Source: an optimization exercise on an open RTL-to-GDS flow (aim: small area). Production flows keep margins and buffers that such runs may drop.
RTL that was checked went through simulation tests only; none was proved equivalent to the original.
Power and IR drop assume default switching activity.

## vehicle_safety_interlock_unit
module vehicle_safety_interlock_unit (
    input  logic        clk,
    input  logic        rst_n,
    input  logic        s_tvalid,
    output logic        s_tready,
    input  logic [55:0] s_tdata,
    input  logic [2:0]  s_tuser,
    output logic        m_tvalid,
    input  logic        m_tready,
    output logic [79:0] m_tdata,
    input  logic        cfg_valid,
    output logic        cfg_ready,
    input  logic [2:0]  cfg_addr,
    input  logic [15:0] cfg_data
);
Size: roughly 1200 cells after synthesis, roughly 170 I/O pins, roughly 14000 sq um of cells after synthesis.
==> flow/config.mk <==
export PLATFORM = sky130hd
export DESIGN_NAME = vehicle_safety_interlock_unit
export DESIGN_NICKNAME = vehicle_safety_interlock_unit
export VERILOG_FILES = /design/flow/design.v
export SDC_FILE = /design/flow/constraint.sdc
export NUM_CORES = 4
export LEC_CHECK = 0
export CAP_MARGIN = 0
export CORE_MARGIN = 2
export CORE_UTILIZATION = 60
export PLACE_DENSITY = 0.8
export SLEW_MARGIN = 0
==> flow/constraint.sdc <==
create_clock -name core_clock -period 7.0 [get_ports {clk}]
set_input_delay 1.4000 -clock core_clock [delete_from_list [all_inputs] [get_ports {clk}]]
set_output_delay 1.4000 -clock core_clock [all_outputs]
set_load 0.01 [all_outputs]
standard.sh (not shown) runs the stock make flow with config.mk's settings and CLKGATE_MAP_FILE= SYNTH_SCRIPT=/design/flow/synth_recipe.tcl, a recipe that flattens the netlist after the stock synthesis.
==> flow/flow/run.sh <==
#!/bin/bash
# Standard ORFS layout (standard.sh: the standard flow's synthesis and ORFS steps) with
# two changes: ports are buffered with the smallest buffer (buf_1), and CTS
# adds no dummy loads and builds the tree from small clock buffers.
set -o pipefail
export BUFFER_PORTS_ARGS="-buffer_cell sky130_fd_sc_hd__buf_1"
export CTS_ARGS="-repair_clock_nets -dont_use_dummy_load -buf_list {sky130_fd_sc_hd__clkbuf_8}"
bash standard.sh > standard.log 2>&1
The first run completed without violations.
==> next run, changes <==
--- a/flow/flow/run.sh
+++ b/flow/flow/run.sh
@@ -5,4 +5,4 @@
 set -o pipefail
 export BUFFER_PORTS_ARGS="-buffer_cell sky130_fd_sc_hd__buf_1"
-export CTS_ARGS="-repair_clock_nets -dont_use_dummy_load -buf_list {sky130_fd_sc_hd__clkbuf_8}"
+export CTS_ARGS="-sink_clustering_enable -repair_clock_nets -dont_use_dummy_load -buf_list {sky130_fd_sc_hd__clkbuf_4} -sink_clustering_size 10 -sink_clustering_max_diameter 40"
 bash standard.sh > standard.log 2>&1
Settings changed: CAP_MARGIN 0 to 20, SLEW_MARGIN 0 to 20.
Result:
- The changed run finished clean
- hold slack gets better by 0.011 ns
- power came out lower by roughly a tenth
- routed wire length fell by a few percent
- global-route usage fell by 0.72 points
- sequential share of layout area climbs by 1.1 points
- setup slack is better by 0.057 ns
- combinational power came out higher slightly
- clock-buffer cell count is lower by 8
- via count stays flat
- clock skew barely changes

* * *

Setup of alpha:
vehicle_safety_interlock_unit, a different RTL version from the one above (not shown whole).
Size in the first run: about 320 flip-flops, roughly 170 I/O pins, ~15000 µm² of cells after synthesis.
Settings: LEC_CHECK=0, CAP_MARGIN=20, CORE_MARGIN=2, CORE_UTILIZATION=40, PLACE_DENSITY=0.6, SLEW_MARGIN=20; clock period 7.0 ns.
==> flow/flow/run.sh <==
#!/bin/bash
# Standard ORFS layout (standard.sh: the standard flow's synthesis and ORFS steps) with
# two changes: ports are buffered with the smallest buffer (buf_1), and CTS
# adds no dummy loads and builds the tree from small clock buffers.
set -o pipefail
export BUFFER_PORTS_ARGS="-buffer_cell sky130_fd_sc_hd__buf_1"
export CTS_ARGS="-sink_clustering_enable -repair_clock_nets -dont_use_dummy_load -buf_list {sky130_fd_sc_hd__clkbuf_16} -sink_clustering_size 24 -sink_clustering_max_diameter 60"
bash standard.sh > standard.log 2>&1
Here is what was changed in the inputs of beta compared with alpha.
==> flow/flow/run.sh <==
#!/bin/bash
# Standard ORFS layout (standard.sh: the standard flow's synthesis and ORFS steps) with
# two changes: ports are buffered with the smallest buffer (buf_1), and CTS
# adds no dummy loads and builds the tree from small clock buffers.
set -o pipefail
export BUFFER_PORTS_ARGS="-buffer_cell sky130_fd_sc_hd__buf_1"
export CTS_ARGS="-sink_clustering_enable -repair_clock_nets -dont_use_dummy_load -buf_list {sky130_fd_sc_hd__clkbuf_8} -sink_clustering_size 16 -sink_clustering_max_diameter 50"
bash standard.sh > standard.log 2>&1
### Flow results
Both conditions hold for beta: the flow ran to the end and the final layout passed the timing, DRC and antenna checks. From alpha to beta the numbers moved as follows: wire length per cell after detailed routing roughly the same; wire length reported by the detailed router rose 140 µm; post-route met1 wirelength has increased; final critical path time including I/O delays and setup increased 0.0073 ns; worst-case vdd ir drop lost 20%. Diff beta and alpha: via-per-instance ratio higher in alpha. | worst hold margin | lower: alpha |. Delta (beta minus alpha): final total power shrank by 380 µW; total routing usage reported by global routing closely matched the old numbers.
## Diff of input files: gamma against beta
==> flow/flow/run.sh <==
#!/bin/bash
# Standard ORFS layout (standard.sh: the standard flow's synthesis and ORFS steps) with
# two changes: ports are buffered with the smallest buffer (buf_1), and CTS
# adds no dummy loads and builds the tree from small clock buffers.
set -o pipefail
export BUFFER_PORTS_ARGS="-buffer_cell sky130_fd_sc_hd__buf_1"
export CTS_ARGS="-sink_clustering_enable -repair_clock_nets -dont_use_dummy_load -buf_list {sky130_fd_sc_hd__clkbuf_4 sky130_fd_sc_hd__clkbuf_8}"
bash standard.sh > standard.log 2>&1
==> results.txt <==
gamma went all the way through synthesis, placement and routing and the layout is clean on timing, DRC and antenna. Re clock network power share: gamma is 3.6 points up on beta. Reported for beta and gamma, sequential cell count turned out identical to the last digit. Sort beta and gamma by ratio of final minimum period to clock period, descending, and beta comes first. Internal power consumption (gamma vs. beta) increases by a few percent.
No functional check of the RTL was part of any run of this note.

* * *

RTL: one of the versions met above, not the one the previous note started from.
Size in the first run: about 170 I/O pins.
Settings: LEC_CHECK=0, CAP_MARGIN=0, CORE_MARGIN=2, CORE_UTILIZATION=60, PLACE_DENSITY=0.8, SLEW_MARGIN=0; clock period 7.0 ns.
==> flow/flow/run.sh <==
#!/bin/bash
# Standard ORFS layout (standard.sh: the standard flow's synthesis and ORFS steps) with
# two changes: ports are buffered with the smallest buffer (buf_1), and CTS
# adds no dummy loads and builds the tree from small clock buffers.
set -o pipefail
export BUFFER_PORTS_ARGS="-buffer_cell sky130_fd_sc_hd__buf_1"
export CTS_ARGS="-sink_clustering_enable -repair_clock_nets -dont_use_dummy_load -buf_list {sky130_fd_sc_hd__clkbuf_4} -sink_clustering_size 10 -sink_clustering_max_diameter 40"
bash standard.sh > standard.log 2>&1
The first run passed the timing, DRC and antenna checks.
Then changed:
- CAP_MARGIN: 0 -> 20
- CORE_UTILIZATION: 60 -> 70
- PLACE_DENSITY: 0.8 -> 0.85
- SLEW_MARGIN: 0 -> 20
After rerunning: The new run went through all stages and came out clean; design area stays flat; die area shrinks by 14%; hold slack improves by 0.025 ns; final cell count shrinks by 2.8%; count of clock-buffer cells in the layout grows by 1; routed wire length shrinks by 0.45%.
Then changed:
==> flow/flow/run.sh (replaced) <==
#!/bin/bash
# Standard ORFS layout (standard.sh: the standard flow's synthesis and ORFS steps) with
# two changes: ports are buffered with the smallest buffer (buf_1), and CTS
# adds no dummy loads and builds the tree from small clock buffers.
set -o pipefail
export BUFFER_PORTS_ARGS="-buffer_cell sky130_fd_sc_hd__buf_1"
export CTS_ARGS="-sink_clustering_enable -repair_clock_nets -dont_use_dummy_load -buf_list {sky130_fd_sc_hd__clkbuf_4} -sink_clustering_size 12 -sink_clustering_max_diameter 45"
bash standard.sh > standard.log 2>&1
- CORE_UTILIZATION: 70 -> 60
- PLACE_DENSITY: 0.85 -> 0.8
Result: The changed run finished with timing, DRC and antenna clean. Clock-buffer cell count drops by 7. Critical path depth is unchanged. Cell area stays flat. Clock skew decreases by 0.018 ns. Fmax climbs by about 0.5%. Worst hold slack is worse by 0.017 ns.
Then changed:
==> flow/flow/run.sh (replaced) <==
#!/bin/bash
# Standard ORFS layout (standard.sh: the standard flow's synthesis and ORFS steps) with
# two changes: ports are buffered with the smallest buffer (buf_1), and CTS
# adds no dummy loads and builds the tree from small clock buffers.
set -o pipefail
export BUFFER_PORTS_ARGS="-buffer_cell sky130_fd_sc_hd__buf_1"
export CTS_ARGS="-sink_clustering_enable -repair_clock_nets -dont_use_dummy_load -buf_list {sky130_fd_sc_hd__clkbuf_4} -sink_clustering_size 10 -sink_clustering_max_diameter 40"
bash standard.sh > standard.log 2>&1
- CAP_MARGIN: 20 -> 0
- GPL_TIMING_DRIVEN: unset -> 0
- SLEW_MARGIN: 20 -> 0
Result: The changed run completed without violations. Power increases by 2.5%. Flip-flop and latch count does not change. Area after synthesis stays the same. Sequential power barely changes.
Then changed:
==> flow/flow/run.sh (replaced) <==
#!/bin/bash
# Standard ORFS layout (standard.sh: the standard flow's synthesis and ORFS steps) with
# two changes: ports are buffered with the smallest buffer (buf_1), and CTS
# adds no dummy loads and builds the tree from small clock buffers.
set -o pipefail
export BUFFER_PORTS_ARGS="-buffer_cell sky130_fd_sc_hd__buf_1"
export CTS_ARGS="-sink_clustering_enable -repair_clock_nets -dont_use_dummy_load -buf_list {sky130_fd_sc_hd__clkbuf_4 sky130_fd_sc_hd__clkbuf_8} -root_buf sky130_fd_sc_hd__clkbuf_8 -sink_clustering_buffer sky130_fd_sc_hd__clkbuf_4 -sink_clustering_size 12 -sink_clustering_max_diameter 45"
bash standard.sh > standard.log 2>&1
- GPL_TIMING_DRIVEN: 0 -> unset
Total power shrinks slightly; cell count decreases by a few percent; worst setup slack got worse by 0.26 ns; synthesized cell count does not change; sequential share of layout area goes up by 0.92 points; wire length shrinks by a few percent; count of clock-buffer cells in the layout came out lower by 9; synthesized area stays the same; global-route usage shrinks by 0.71 points.

* * *

Setup of nickel:
Another version of the RTL of vehicle_safety_interlock_unit (not shown whole).
Size: roughly 170 I/O pins.
// vehicle_safety_interlock_unit
module vehicle_safety_interlock_unit (
    input  logic        clk,
    input  logic        rst_n,
    input  logic        s_tvalid,
    output logic        s_tready,
    input  logic [55:0] s_tdata,
    input  logic [2:0]  s_tuser,
    output logic        m_tvalid,
    input  logic        m_tready,
    output logic [79:0] m_tdata,
    input  logic        cfg_valid,
    output logic        cfg_ready,
    input  logic [2:0]  cfg_addr,
    input  logic [15:0] cfg_data
);
export LEC_CHECK = 0
export CAP_MARGIN = 20
export CORE_MARGIN = 2
export CORE_UTILIZATION = 60
export PLACE_DENSITY = 0.8
export SLEW_MARGIN = 20
create_clock -name core_clock -period 7.0 [get_ports {clk}]
==> flow/flow/run.sh <==
#!/bin/bash
# Standard ORFS layout (standard.sh: the standard flow's synthesis and ORFS steps) with
# two changes: ports are buffered with the smallest buffer (buf_1), and CTS
# adds no dummy loads and builds the tree from small clock buffers.
set -o pipefail
export BUFFER_PORTS_ARGS="-buffer_cell sky130_fd_sc_hd__buf_1"
export CTS_ARGS="-sink_clustering_enable -repair_clock_nets -dont_use_dummy_load -buf_list {sky130_fd_sc_hd__clkbuf_8} -sink_clustering_size 16 -sink_clustering_max_diameter 50"
bash standard.sh > standard.log 2>&1
Both conditions hold for nickel: the flow ran to the end and the final layout passed the timing, DRC and antenna checks.
Setup changes, nickel to tundra
- a change of PLACE_DENSITY from 0.8 to 0.6
- a change of CORE_UTILIZATION from 60 to 40
-- flow/flow/run.sh --
<<< nickel, line 7
export CTS_ARGS="-sink_clustering_enable -repair_clock_nets -dont_use_dummy_load -buf_list {sky130_fd_sc_hd__clkbuf_8} -sink_clustering_size 16 -sink_clustering_max_diameter 50"
>>> tundra, line 7
export CTS_ARGS="-sink_clustering_enable -repair_clock_nets -dont_use_dummy_load -buf_list {sky130_fd_sc_hd__clkbuf_8} -sink_clustering_size 20 -sink_clustering_max_diameter 50"
Results
Comparing nickel and tundra, the lower area growth from synthesis to layout was measured on nickel. Relative to nickel, initial cell density of the core decreased by 21 points in tundra. tundra ends up with lower post-route clock skew than nickel does. tundra vs. nickel: fmax went up by about 0.7%. Relative to nickel, cell count increased by 8.1% in tundra. tundra vs nickel: number of cells after detailed placement up. When tundra is set beside nickel, its met2 track demand over resource in global routing turns out to be 12 points smaller. Re setup slack: tundra is 0.038 ns up on nickel. Going from nickel to tundra, cell internal power dissipation moved up; count of clock-buffer cells in the layout moved up; sequential area share after synthesis level. tundra ended up with hold_left_reg[15]$_DFF_PN0_ as its timing endpoint of the critical path; nickel ended up with hold_left_reg[7]$_DFF_PN0_.

==> separate check: timing with driven ports <==
The results above use ideal ports. As a check the final layouts listed here were re-extracted and re-timed, cells and wires unchanged. Step 1 sets driving cells, clkbuf_16 on the clock port and buf_2 on the other inputs (assumed; they add their load-dependent delay and slew). Step 2 adds t to the input delays and takes it off the output delays; t is the mean of the earliest and latest rising clock arrival at the registers after step 1. Input paths then give back, and output paths get back, about the clock's delay inside the block. Slacks: no drivers / after step 1 / after step 2; pairs: no drivers / after step 1.
run | t, ns | setup WS [ns] | slew at the worst register clock pin (ns) | worst data-port slew with drivers (ns)
the first run of note 1 | 0.617 | 2.271 / 2.271 / 2.271 | 0.10 / 0.10 | 0.05
the second run of note 1 | 0.674 | 2.329 / 2.329 / 2.329 | 0.11 / 0.11 | 0.05
alpha | 0.571 | 1.496 / 1.496 / 1.496 | 0.09 / 0.09 | 0.07
beta | 0.627 | 1.489 / 1.489 / 1.489 | 0.10 / 0.10 | 0.07
gamma | 0.657 | 1.520 / 1.520 / 1.520 | 0.06 / 0.06 | 0.07
the first run of note 3 | 0.677 | 2.360 / 2.360 / 2.360 | 0.11 / 0.11 | 0.05
the second run of note 3 | 0.655 | 2.342 / 2.342 / 2.342 | 0.11 / 0.11 | 0.05
the third run of note 3 | 0.678 | 2.365 / 2.365 / 2.365 | 0.12 / 0.12 | 0.05
the fourth run of note 3 | 0.687 | 2.608 / 2.608 / 2.440 | 0.11 / 0.11 | 0.05
the fifth run of note 3 | 0.570 | 2.350 / 2.350 / 2.350 | 0.12 / 0.12 | 0.05
nickel | 0.552 | 1.850 / 1.850 / 1.850 | 0.10 / 0.10 | 0.07
tundra | 0.569 | 1.888 / 1.888 / 1.888 | 0.09 / 0.09 | 0.07
After both steps setup and hold are still met in every run listed. For the fourth run of note 3, which loses most, drivers alone change the setup slack by 0.000 ns; drivers and shift together by -0.168 ns.
